Background: an optimization exercise with open tools, aiming at a short achievable clock period and few clock cycles. Do not read the settings as production practice. The RTL was checked by simulation tests, not by an equivalence proof against the original design. Power and IR drop assume default switching activity.

[flow/design.v]
package psram_cache_pkg;
  localparam int ADDR_W = 23;
  typedef enum logic [2:0] {
    ST_IDLE,
    ST_LOOKUP,
    ST_MEM_REQ,
    ST_RELEASE,
    ST_RESP
  } state_t;
endpackage
module cache_data_ram #(
  parameter int LINES = 64,
  parameter int IDX_W = $clog2(LINES)
) (
  input  logic             clk,
  input  logic             rd_en,
  input  logic [IDX_W-1:0] rd_idx,
  output logic [31:0]      rd_data,
  input  logic [3:0]       wr_be,
  input  logic [IDX_W-1:0] wr_idx,
  input  logic [31:0]      wr_data
);
  for (genvar gi = 0; gi < 4; gi++) begin : g_lane
    logic [7:0] lane_mem [LINES];
    logic [7:0] lane_rd;
    always_ff @(posedge clk) begin
      if (wr_be[gi]) lane_mem[wr_idx] <= wr_data[8*gi +: 8];
      if (rd_en) lane_rd <= lane_mem[rd_idx];
    end
    assign rd_data[8*gi +: 8] = lane_rd;
  end
endmodule
import psram_cache_pkg::*;
module psram_cache #(
  parameter int LINES = 64
) (
  input  logic              clk,
  input  logic              resetn,
  input  logic              cpu_valid,
  input  logic [ADDR_W-1:0] cpu_addr,
  input  logic [31:0]       cpu_wdata,
  input  logic [3:0]        cpu_wstrb,
  output logic [31:0]       cpu_rdata,
  output logic              cpu_ready,
  input  logic              flush,
  output logic              mem_valid,
  output logic [ADDR_W-1:0] mem_addr,
  output logic [31:0]       mem_wdata,
  output logic [3:0]        mem_wstrb,
  input  logic [31:0]       mem_rdata,
  input  logic              mem_ready,
  output logic [31:0]       stat_hits,
  output logic [31:0]       stat_misses
);
  localparam int IDX_W = $clog2(LINES);
  localparam int TAG_W = ADDR_W - IDX_W;
  psram_cache_pkg::state_t state_reg;
  psram_cache_pkg::state_t state_next;
  logic [ADDR_W-1:0] addr_reg;
  logic [31:0]       wdata_reg;
  logic [3:0]        wstrb_reg;
  logic              hit_reg;
  logic              flush_pend_reg;
  logic [LINES-1:0]  valid_reg;
  logic [TAG_W-1:0]  tag_mem [LINES];
  logic [TAG_W-1:0]  tag_rd;
  logic [31:0]       line_rd;
  logic [IDX_W-1:0]  cur_idx;
  logic [TAG_W-1:0]  cur_tag;
  logic              is_write;
  logic              lookup_hit;
  logic              flush_now;
  logic              accept;
  logic              clear_all;
  logic              fill;
  logic [3:0]        ram_be;
  logic [31:0]       ram_wdata;
  logic              cpu_ready_next;
  logic              mem_valid_next;
  logic [31:0]       cpu_rdata_next;
  logic [31:0]       hits_next;
  logic [31:0]       misses_next;
  assign cur_idx    = addr_reg[IDX_W-1:0];
  assign cur_tag    = addr_reg[ADDR_W-1:IDX_W];
  assign is_write   = |wstrb_reg;
  assign lookup_hit = valid_reg[cur_idx] && (tag_rd == cur_tag);
  assign flush_now  = flush | flush_pend_reg;
  cache_data_ram #(
    .LINES (LINES),
    .IDX_W (IDX_W)
  ) u_data_ram (
    .clk     (clk),
    .rd_en   (accept),
    .rd_idx  (cpu_addr[IDX_W-1:0]),
    .rd_data (line_rd),
    .wr_be   (ram_be),
    .wr_idx  (cur_idx),
    .wr_data (ram_wdata)
  );
  always_ff @(posedge clk) begin
    if (fill) tag_mem[cur_idx] <= cur_tag;
    if (accept) tag_rd <= tag_mem[cpu_addr[IDX_W-1:0]];
  end
  always_comb begin
    state_next     = state_reg;
    cpu_ready_next = 1'b0;
    cpu_rdata_next = cpu_rdata;
    mem_valid_next = mem_valid;
    hits_next      = stat_hits;
    misses_next    = stat_misses;
    accept         = 1'b0;
    clear_all      = 1'b0;
    fill           = 1'b0;
    ram_be         = 4'b0000;
    ram_wdata      = mem_rdata;
    case (state_reg)
      ST_IDLE: begin
        if (flush_now) begin
          clear_all = 1'b1;
        end else if (cpu_valid) begin
          accept     = 1'b1;
          state_next = ST_LOOKUP;
        end
      end
      ST_LOOKUP: begin
        if (!is_write && lookup_hit) begin
          cpu_rdata_next = line_rd;
          cpu_ready_next = 1'b1;
          hits_next      = stat_hits + 32'd1;
          state_next     = ST_RESP;
        end else begin
          if (!is_write) misses_next = stat_misses + 32'd1;
          mem_valid_next = 1'b1;
          state_next     = ST_MEM_REQ;
        end
      end
      ST_MEM_REQ: begin
        if (mem_ready) begin
          mem_valid_next = 1'b0;
          cpu_ready_next = 1'b1;
          state_next     = ST_RELEASE;
          if (!is_write) begin
            fill           = 1'b1;
            ram_be         = 4'b1111;
            cpu_rdata_next = mem_rdata;
          end else if (hit_reg) begin
            ram_be    = wstrb_reg;
            ram_wdata = wdata_reg;
          end
        end
      end
      ST_RELEASE: begin
        if (!mem_ready) state_next = ST_IDLE;
      end
      ST_RESP: begin
        state_next = ST_IDLE;
      end
      default: begin
        state_next = ST_IDLE;
      end
    endcase
  end
  always_ff @(posedge clk or posedge resetn) begin
    if (resetn) begin
      state_reg      <= ST_IDLE;
      addr_reg       <= '0;
      wdata_reg      <= '0;
      wstrb_reg      <= '0;
      hit_reg        <= 1'b0;
      flush_pend_reg <= 1'b0;
      valid_reg      <= '0;
      cpu_ready      <= 1'b0;
      cpu_rdata      <= '0;
      mem_valid      <= 1'b0;
      mem_addr       <= '0;
      mem_wdata      <= '0;
      mem_wstrb      <= '0;
      stat_hits      <= '0;
      stat_misses    <= '0;
    end else begin
      state_reg   <= state_next;
      cpu_ready   <= cpu_ready_next;
      cpu_rdata   <= cpu_rdata_next;
      mem_valid   <= mem_valid_next;
      stat_hits   <= hits_next;
      stat_misses <= misses_next;
      flush_pend_reg <= clear_all ? 1'b0 : (flush_pend_reg | flush);
      if (clear_all) valid_reg <= '0;
      else if (fill) valid_reg[cur_idx] <= 1'b1;
      if (accept) begin
        addr_reg  <= cpu_addr;
        wdata_reg <= cpu_wdata;
        wstrb_reg <= cpu_wstrb;
      end
      if (state_reg == ST_LOOKUP) begin
        hit_reg   <= lookup_hit;
        mem_addr  <= addr_reg;
        mem_wdata <= wdata_reg;
        mem_wstrb <= wstrb_reg;
      end
    end
  end
endmodule
[flow/run.sh]
#!/bin/bash
# synth_recipe.tcl (not shown) runs the flow's synth.tcl, then flattens the netlist and writes it again
# the make line also repeats each setting of config.mk as NAME=value (left out here)
make -C /OpenROAD-flow-scripts/flow DESIGN_CONFIG=/design/flow/config.mk WORK_HOME=/design/flow/orfs CLKGATE_MAP_FILE= SYNTH_SCRIPT=/design/flow/synth_recipe.tcl finish
[flow/config.mk]
export PLATFORM = sky130hd
export DESIGN_NAME = psram_cache
export DESIGN_NICKNAME = psram_cache
export VERILOG_FILES = /design/flow/design.v
export SDC_FILE = /design/flow/constraint.sdc
export NUM_CORES = 4
export LEC_CHECK = 0
export CAP_MARGIN = 20
export CORE_MARGIN = 2
export CORE_UTILIZATION = 40
export SLEW_MARGIN = 20
[flow/constraint.sdc]
create_clock -name core_clock -period 6.0 [get_ports {clk}]
set_input_delay 1.2000 -clock core_clock [delete_from_list [all_inputs] [get_ports {clk}]]
set_output_delay 1.2000 -clock core_clock [all_outputs]
set_load 0.01 [all_outputs]
==> summary.txt <==
## power groups by stage
stage | sequential (uW) | clock, uW | combinational (uW)
floorplan | 29600 | 0 | 2940
global placement | 29300 | 0 | 6500
detailed placement | 29300 | 0 | 6690
CTS | 28800 | 21700 | 6700
global route | 28900 | 22600 | 7080
finish | 28800 | 21400 | 6660
## layout by cell type (no fill, tap or decap), types with 61 or more instances in the layout
cell type / n
edfxtp_1: 3185
mux4_2: 1020
nand2_1: 427
nor2_1: 362
clkbuf_16: 344
dfrtp_1: 268
clkdlybuf4s50_1: 246
buf_4: 180
mux2_2: 81
xor2_1: 65
nor2_2: 62
clkinv_1: 61
## critical path, stage by stage (launching register included)
cell,delay (ns)
dfrtp_1,0.33
buf_4,0.37
clkinv_1,0.39
nor3_1,0.82
nand2_1,1.04
nor2_2,1.15
## worst max path at each step
stage,startpoint,end,slack [ns],cells after the start
2_1_floorplan,resetn,addr_reg[0]$_DFFE_PP0P_,1.02,1
3_3_place_gp,mem_ready,valid_reg[11]$_DFFE_PP0P_,0.52,7
3_5_place_dp,mem_ready,u_data_ram.g_lane[3].lane_mem[40][4]$_DFFE_PP_,1.21,6
4_1_cts,addr_reg[2]$_DFFE_PP0P_,tag_mem[54][5]$_DFFE_PP_,1.55,5
5_1_grt,addr_reg[2]$_DFFE_PP0P_,tag_mem[38][2]$_DFFE_PP_,1.36,5
6_report,addr_reg[2]$_DFFE_PP0P_,tag_mem[38][2]$_DFFE_PP_,1.48,5
## synth_stat cells, drive strengths merged (3+ instances only)
library cell,n
mux4,1020
nand2b,4
ha,6
a211oi,3
nand4,17
clkbuf,218
edfxtp,3185
nor3,32
o22ai,3
mux2,109
o21ai,24
nand3b,3
and4,5
nand2,449
mux2i,19
and3b,6
nor2b,5
o31ai,3
or3b,5
nor3b,7
a21oi,51
and3,20
inv,7
and2,4
nand3,41
a31oi,23
xnor2,20
nor2,430
a22oi,4
dfrtp,285
nor4,22
buf,126
xor2,65
## final cells by class
class	count	area [um2]	share of cell area, %
clock buffer	403	8890	5.74
multi-input combinational	2424	30800	19.9
sequential	3470	103000	66.4
tap	4387	5490	3.54
inverter	9	42.5	0.0275
antenna	26	65.1	0.0420
clock inverter	190	2100	1.35
timing repair buffer	467	4660	3.01
## metrics by stage
stage	hold slack [ns]	cell area, um2
finish	0.470	155000
global route	0.494	155000
CTS	0.474	155000
detailed placement	0.462	144000
global placement	0.457	144000
floorplan	0.442	135000
## routing by layer
metal | up-vias | GRT usage [%]
met3 | 460 | 3.72
met5 | - | 0
met1 | 35700 | 29.2
met4 | 10 | 5.64
li1 | 26600 | -
met2 | 3149 | 34.0
## cells by family (layout without fill, tap and decap cells)
family | after synthesis | in the layout | share of synthesized area, %
AO/OA/AOI/OAI | 127 | 127 | 0.577
AND/OR/NAND/NOR | 1058 | 1058 | 3.28
adder cells (fa/ha/maj) | 6 | 6 | 0.0558
multiplexers | 1148 | 1148 | 18.1
other | 0 | 26 | 0
buffers and inverters | 353 | 1069 | 1.04
XOR/XNOR | 85 | 85 | 0.553
flip-flops | 3470 | 3470 | 76.4
==> flow_metrics.py <==
metrics = {
    "run_status": {
        "outcome": "timing/DRC/antenna clean",
    },
    "sta": {
        "period_share_pct": 75.4,
        "timing.final.ws_setup_ns": 1.48,
        "finClkSkew_ns": 0.0479,
        "finalHoldViolCount": 0,
        "tns_ns": 0,
        "setup_viol": 0,
        "tightest_slew_ns": 1.29,
        "fin_crit_ns": 4.52,
        "maxSlewHeadroom_pct": 13.6,
        "rsz0062_at_grt": "no",
        "clock.fmax_mhz": 221,
        "slew_violations": 0,
    },
    "detailed_routing": {
        "ant_nets": 0,
        "drt-initial-drc-count": 8559,
        "num_vias": 66000,
        "dr.pass1.iters": 6,
        "wire_per_inst_um": 31.8,
        "drc_errors": 0,
        "wl_met2_um": 176000,
        "finalWirelength_um": 361000,
        "viasPerCell": 5.80,
        "drt-met1-wl_um": 146000,
        "dr_wl_met3_um": 29900,
        "top_layer_used": "met5",
    },
    "placed_design": {
        "place_congestion": 0.831,
        "dp_cells": 10800,
        "pre_cts_ws_ns": 1.21,
        "dpl.hpwl_um": 223000,
        "port_buffers": 252,
    },
    "final_layout": {
        "post-route-util_pct": 46.3,
        "fin_cells": 11400,
        "syn2layout_area_growth_pct": 15.1,
        "num-nets-final": 6805,
        "nFillCells": 27300,
        "drive_gt1_share_pct": 28.0,
        "largest_reg_flops": 2048,
    },
    "yosys": {
        "yosysSeqAreaShare_pct": 76.4,
        "synthDistinctLibCells": 62,
        "synth_top_area_share_pct": 71.1,
        "syn_nets": 6349,
        "yosys_register_bits": 3470,
        "synth_area_leader_cell": "edfxtp_1",
        "netlist_top_cells_area": "edfxtp_1 (71%), mux4_2 (17%), dfrtp_1 (5.3%)",
        "synth_warnings": 2,
        "ys_async_sr_fraction_pct": 8.21,
        "syn_avg_cell_area_um2": 21.5,
        "synth_edf_count": 3185,
        "syn_inst": 6247,
        "synth_area_um2": 135000,
        "synth_flop_cell": "edfxtp_1",
    },
    "hold_path": {
        "whs_path_depth": 1,
        "hold_start": "stat_hits[31]$_DFFE_PP0P_",
        "hold-path-endpoint": "stat_hits[31]$_DFFE_PP0P_",
        "hold_path_class": "flip-flop to flip-flop",
    },
    "pwr": {
        "cellPowerDensity_nw_per_um2": 367,
        "power.switching_uw": 14100,
        "comb_power_share_pct": 11.7,
        "p_clk_share_pct": 37.6,
        "max-vdd-ir-drop_mv": 0.272,
        "finalPower_uw": 56900,
        "power_frac_seq_pct": 50.7,
        "p_leak_uw": 0.0497,
        "swShare_pct": 24.9,
        "power.internal_uw": 42700,
    },
    "worst_setup_path": {
        "r2r_start": "addr_reg[2]$_DFFE_PP0P_",
        "crit_fanout": 31,
        "crit_path_end_kind": "flip-flop",
        "arrival_ns": 5.00,
        "path_class": "flip-flop to flip-flop",
        "regToRegSetupSlack_ns": 1.48,
        "r2r_cells": 5,
        "start_kind": "flip-flop",
        "cp.required_ns": 6.48,
        "r2r_end": "tag_mem[38][2]$_DFFE_PP_",
    },
    "floorplanning": {
        "start_util_pct": 40.3,
        "dieArea_um2": 341000,
        "die_h_um": 584,
        "design.portCount": 253,
        "die_w_um": 584,
        "core_area_um2": 334000,
        "rows": 212,
    },
    "global_routing": {
        "grt_pass1_vias": 65800,
        "grt_overflow": 0,
        "antenna_found_initial": 44,
        "grtUsageTotal_pct": 20.9,
        "grt_max_degree": 145,
        "grt_first_pass_wirelength_um": 509000,
    },
    "clocking": {
        "clk_pin_slew_ns": 0.06,
        "h-tree-depth": 5,
        "tritoncts": "built",
        "hold_buffers": 0,
        "ctsResizeCount": 0,
        "worst_skew_pair.late_latency_ns": 0.90,
        "clock_sinks": 3470,
        "post-cts-setup-buffers": 0,
        "cts_root_buf": "clkbuf_16",
        "clock_path_buffers": 4,
        "numCtsBuffers": 331,
    },
    "flow_run": {
        "max_cap_viol_count": 0,
    },
}
Testbench counts, summed over its fixed seeds: cycles 243,234.

[separate check: timing with driven ports]
How much do the figures lean on ideal ports? The routed layout below was timed once more, with nothing changed but the port constraints.
Step 1, drivers: a clkbuf_16 drives clk and a buf_2 each remaining input, both assumed.
Step 2 moves the port delays by t, midway between the first and last clock arrival at a register: inputs arrive t later, outputs are due t later. That takes back most of the time a late clock gives input paths.
Slacks: ideal / step 1 / step 2; pairs: ideal / step 1.
t (ns): 0.976
setup slack, ns: 1.478 / 1.478 / 1.067
latest minus earliest clock arrival (ns): 0.058 / 0.059
After both steps this run still meets setup and hold. The setup slack of this run moves by 0.000 ns with the drivers and by -0.411 ns with both steps.
